This design comes from an exercise in tuning for small area, a short achievable clock period and few clock cycles per item on the open sky130 flow, not from production work. Function was checked by simulation only, so behaviour that the tests miss may differ from the original. Power and IR drop assume default switching activity.

==> job 7813: inputs <==
// iir_rectify_derivative_core
module iir_rectify_derivative_core #(
  parameter int ORDER = 3
) (
  input  logic                                   clk,
  input  logic                                   rst_n,
  input  logic                                   cfg_wr_en,
  input  logic [ird_pkg::CFG_IDX_W-1:0]          cfg_index,
  input  logic [ird_pkg::COEF_W-1:0]             cfg_data,
  input  logic                                   in_valid,
  output logic                                   in_stall,
  input  logic signed [ird_pkg::X_W-1:0]         in_sample_in,
  output logic                                   out_valid,
  input  logic                                   out_stall,
  output logic signed [ird_pkg::X_W-1:0]         out_filtered_out,
  output logic signed [ird_pkg::X_W-1:0]         out_rectified_out,
  output logic signed [ird_pkg::X_W-1:0]         out_derivative_out,
  output logic                                   out_derivative_valid
);
  ird_dp u_dp (
    .clk                  (clk),
    .rst_n                (rst_n),
    .cfg_wr_en            (cfg_wr_en),
    .cfg_index            (cfg_index),
    .cfg_data             (cfg_data),
    .in_valid             (in_valid),
    .in_stall             (in_stall),
    .in_sample_in         (in_sample_in),
    .out_valid            (out_valid),
    .out_stall            (out_stall),
    .out_filtered_out     (out_filtered_out),
    .out_rectified_out    (out_rectified_out),
    .out_derivative_out   (out_derivative_out),
    .out_derivative_valid (out_derivative_valid)
  );
endmodule
clock: 10.0 ns
lec_check: 0
cap_margin: 20
core_margin: 2
core_utilization: 40
slew_margin: 20
standard.sh (not shown) runs the stock make flow with config.mk's settings and CLKGATE_MAP_FILE= SYNTH_SCRIPT=/design/flow/synth_recipe.tcl, a recipe that flattens the netlist after the stock synthesis.
==> flow/flow/run.sh <==
#!/bin/bash
set -euo pipefail
cd "$(dirname "$0")/.."

# standard synthesis, unchanged
bash standard.sh synth > synth.log 2>&1

# the rest of the standard flow with a larger repair_timing setup margin
sed 's/"\${@:-finish}"/SETUP_SLACK_MARGIN=5.5 "${@:-finish}"/' standard.sh > standard_margin.sh
grep -q 'SETUP_SLACK_MARGIN=5.5' standard_margin.sh
bash standard_margin.sh finish > layout.log 2>&1
test -s out/final.def
==> inputs of job 1758, as changes to job 7813 <==
--- a/flow/design.v
+++ b/flow/design.v
@@ -211,23 +211,18 @@
     end
   end
   logic signed [X_W-1:0] x_r;
   logic [PW-1:0] p0s_r, p0c_r, p1s_r, p1c_r, p2s_r, p2c_r, p3s_r, p3c_r;
   logic [PW-1:0] u0s, u0c, u1s, u1c;
   always_ff @(posedge clk) begin
     if (!in_stall) x_r <= in_sample_in;
   end
-  logic signed [ird_pkg::COEF_W-1:0] bs0_r, bs1_r;
-  always_ff @(posedge clk) begin
-    bs0_r <= in_stall ? b2_r : b0_r;
-    bs1_r <= in_stall ? b3_r : b1_r;
-  end
-  ird_bx_tree u_bx0 (.x(x_r), .b(bs0_r), .s(u0s), .c(u0c));
-  ird_bx_tree u_bx1 (.x(x_r), .b(bs1_r), .s(u1s), .c(u1c));
+  ird_bx_tree u_bx0 (.x(x_r), .b(pd_r ? b2_r : b0_r), .s(u0s), .c(u0c));
+  ird_bx_tree u_bx1 (.x(x_r), .b(pd_r ? b3_r : b1_r), .s(u1s), .c(u1c));
   always_ff @(posedge clk) begin
     if (pstep) begin
       p0s_r <= u0s;
       p0c_r <= u0c;
       p1s_r <= u1s;
       p1c_r <= u1c;
     end
     if (ystep) begin
==> flow/run.sh (new file) <==
#!/bin/bash
# synth_recipe.tcl (not shown) runs the flow's synth.tcl, then flattens the netlist and writes it again
# the make line also repeats each setting of config.mk as NAME=value (left out here)
make -C /OpenROAD-flow-scripts/flow DESIGN_CONFIG=/design/flow/config.mk WORK_HOME=/design/flow/orfs CLKGATE_MAP_FILE= SYNTH_SCRIPT=/design/flow/synth_recipe.tcl finish
Settings changed: SETUP_SLACK_MARGIN set to 5.
removed: flow/flow/run.sh
removed: flow/standard.sh
==> metrics.md <==
| Metric | Value |
|---|---|
| Sequential cell count | `956` |
| Combinational power share | `0.702` |
| P_sw | `0.0168 W` |
| Status | `finished clean` |
| Met3 Use GR | `0.0827` |
| Pin count of the biggest net entering global routing | `175` |
| Netlist area before placement | `0.101 mm^2` |
| Most frequent cells after synthesis | `inv_1 (1583), nand2_1 (1359), fa_1 (1047)` |
| Met1 wire length | `153 mm` |
| Hold Crit Depth | `2` |
| Sequential share of power | `0.170` |
[end of results for job 7813]
==> metrics.md <==
| Metric | Value |
|---|---|
| Status | `finished clean` |
| Combinational power share | `0.685` |
| Met1 wire length | `152 mm` |
| Met3 Use GR | `0.0818` |
| Sequential cell count | `920` |
[end of results for job 1758]
Testbench counts of job 7813, summed over its fixed seeds: cycles 5,184, items 2,560.
Testbench counts of job 1758, summed over its fixed seeds: cycles 5,184, items 2,560.

* * *

==> run a: inputs <==
iir_rectify_derivative_core, a different RTL version from the one above (not shown whole).
Settings: LEC_CHECK=0, CAP_MARGIN=20, CORE_MARGIN=2, CORE_UTILIZATION=40, SLEW_MARGIN=20; clock period 10.0 ns.
==> flow/flow/run.sh <==
#!/bin/bash
set -euo pipefail
cd "$(dirname "$0")/.."

# standard synthesis, unchanged
bash standard.sh synth > synth.log 2>&1

# the rest of the standard flow with a larger repair_timing setup margin
sed 's/"\${@:-finish}"/SETUP_SLACK_MARGIN=5.6 "${@:-finish}"/' standard.sh > standard_margin.sh
grep -q 'SETUP_SLACK_MARGIN=5.6' standard_margin.sh
bash standard_margin.sh finish > layout.log 2>&1
test -s out/final.def
==> run b: changes against run a <==
==> flow/flow/run.sh (replaced) <==
#!/bin/bash
set -euo pipefail
cd "$(dirname "$0")/.."

# standard synthesis, unchanged
bash standard.sh synth > synth.log 2>&1

# the rest of the standard flow with a larger repair_timing setup margin
sed 's/"\${@:-finish}"/SETUP_SLACK_MARGIN=5.5 "${@:-finish}"/' standard.sh > standard_margin.sh
grep -q 'SETUP_SLACK_MARGIN=5.5' standard_margin.sh
bash standard_margin.sh finish > layout.log 2>&1
test -s out/final.def
--- a/flow/config.mk
+++ b/flow/config.mk
@@ -9,3 +9,3 @@
 export CORE_MARGIN = 2
-export CORE_UTILIZATION = 40
+export CORE_UTILIZATION = 50
 export SLEW_MARGIN = 20
==> comparison table <==
| item | run b | run a |
|---|---|---|
| Well Taps | 2656 | 3330 |
| Proportion of total power due to net switching | 0.518 | 0.518 |
| Logic depth of the worst path, buffers included | 13 | 16 |
| Met3 WL post-DR | 48600 µm | 52700 µm |
| Result of the run | no timing/DRC/antenna violations | no timing/DRC/antenna violations |
| Global-route total usage across every layer | 0.380 | 0.295 |
| Average wire per cell in the routed design | 29.2 µm | 28.1 µm |
| Count of instances resized after the clock tree is built | 331 | 377 |
| Max Clock Skew | 0.0733 ns | 0.0439 ns |
| GR Layer Usage met2 | 0.564 | 0.442 |
| Final core occ | 0.565 | 0.462 |
| Vias post-DR | 86.6k | 88.1k |
| Post-DR vias/cell | 6.17 | 5.95 |
| Detailed placer's ending HPWL | 281000 µm | 271000 µm |
| Non-clock buffer share of cell area | 0.0548 | 0.0658 |
| Multi-input comb cells | 8101 | 8099 |
| Multi-input gate share of the layout cell area | 0.627 | 0.616 |
| Die span in y | 452 µm | 505 µm |
| IR Drop Worst-Case VDD | 250 µV | 309 µV |
| Worst flop-to-flop path endpoint | u_dp.p0s_r[13]$_DFFE_PP_ | u_dp.y_r[31]$_DFFE_PP_ |
| Combinational logic power | 0.0266 W | 0.0262 W |
| Leakage power | 45.3 nW | 45.9 nW |
| Num CTS Buffers | 112 | 114 |
Testbench counts of run a, summed over its fixed seeds: cycles 5,184, items 2,560.
Testbench counts of run b, summed over its fixed seeds: cycles 5,184, items 2,560.

==> what the ideal ports hide <==
Ports are ideal in the flow. The routed layouts listed here were re-timed in OpenROAD. Step 1: set_driving_cell puts a clkbuf_16 on clk and a buf_2 on each other input, an assumption about the parent block. Step 2 also shifts input and output timing later by t, the mid clock arrival at the registers, as if the neighbouring blocks saw the same clock. a / b / c = ideal ports / drivers / drivers and shift; a / b = the first two.
run | shift t [ns] | setup WS [ns] | hold slack, ns | latest minus earliest clock arrival (ns)
job 7813 | 0.861 | 5.449 / 5.449 / 5.016 | 0.412 / 0.412 / 0.412 | 0.065 / 0.065
job 1758 | 0.886 | 5.004 / 4.936 / 4.991 | 0.423 / 0.423 / 0.423 | 0.046 / 0.046
run a | 0.884 | 5.526 / 5.526 / 5.033 | 0.409 / 0.409 / 0.409 | 0.050 / 0.050
run b | 0.866 | 5.467 / 5.467 / 5.111 | 0.407 / 0.407 / 0.407 | 0.074 / 0.074
After both steps setup and hold are still met in every run listed. The setup slack of run a, which loses most, moves by 0.000 ns with the drivers and by -0.493 ns with both steps.
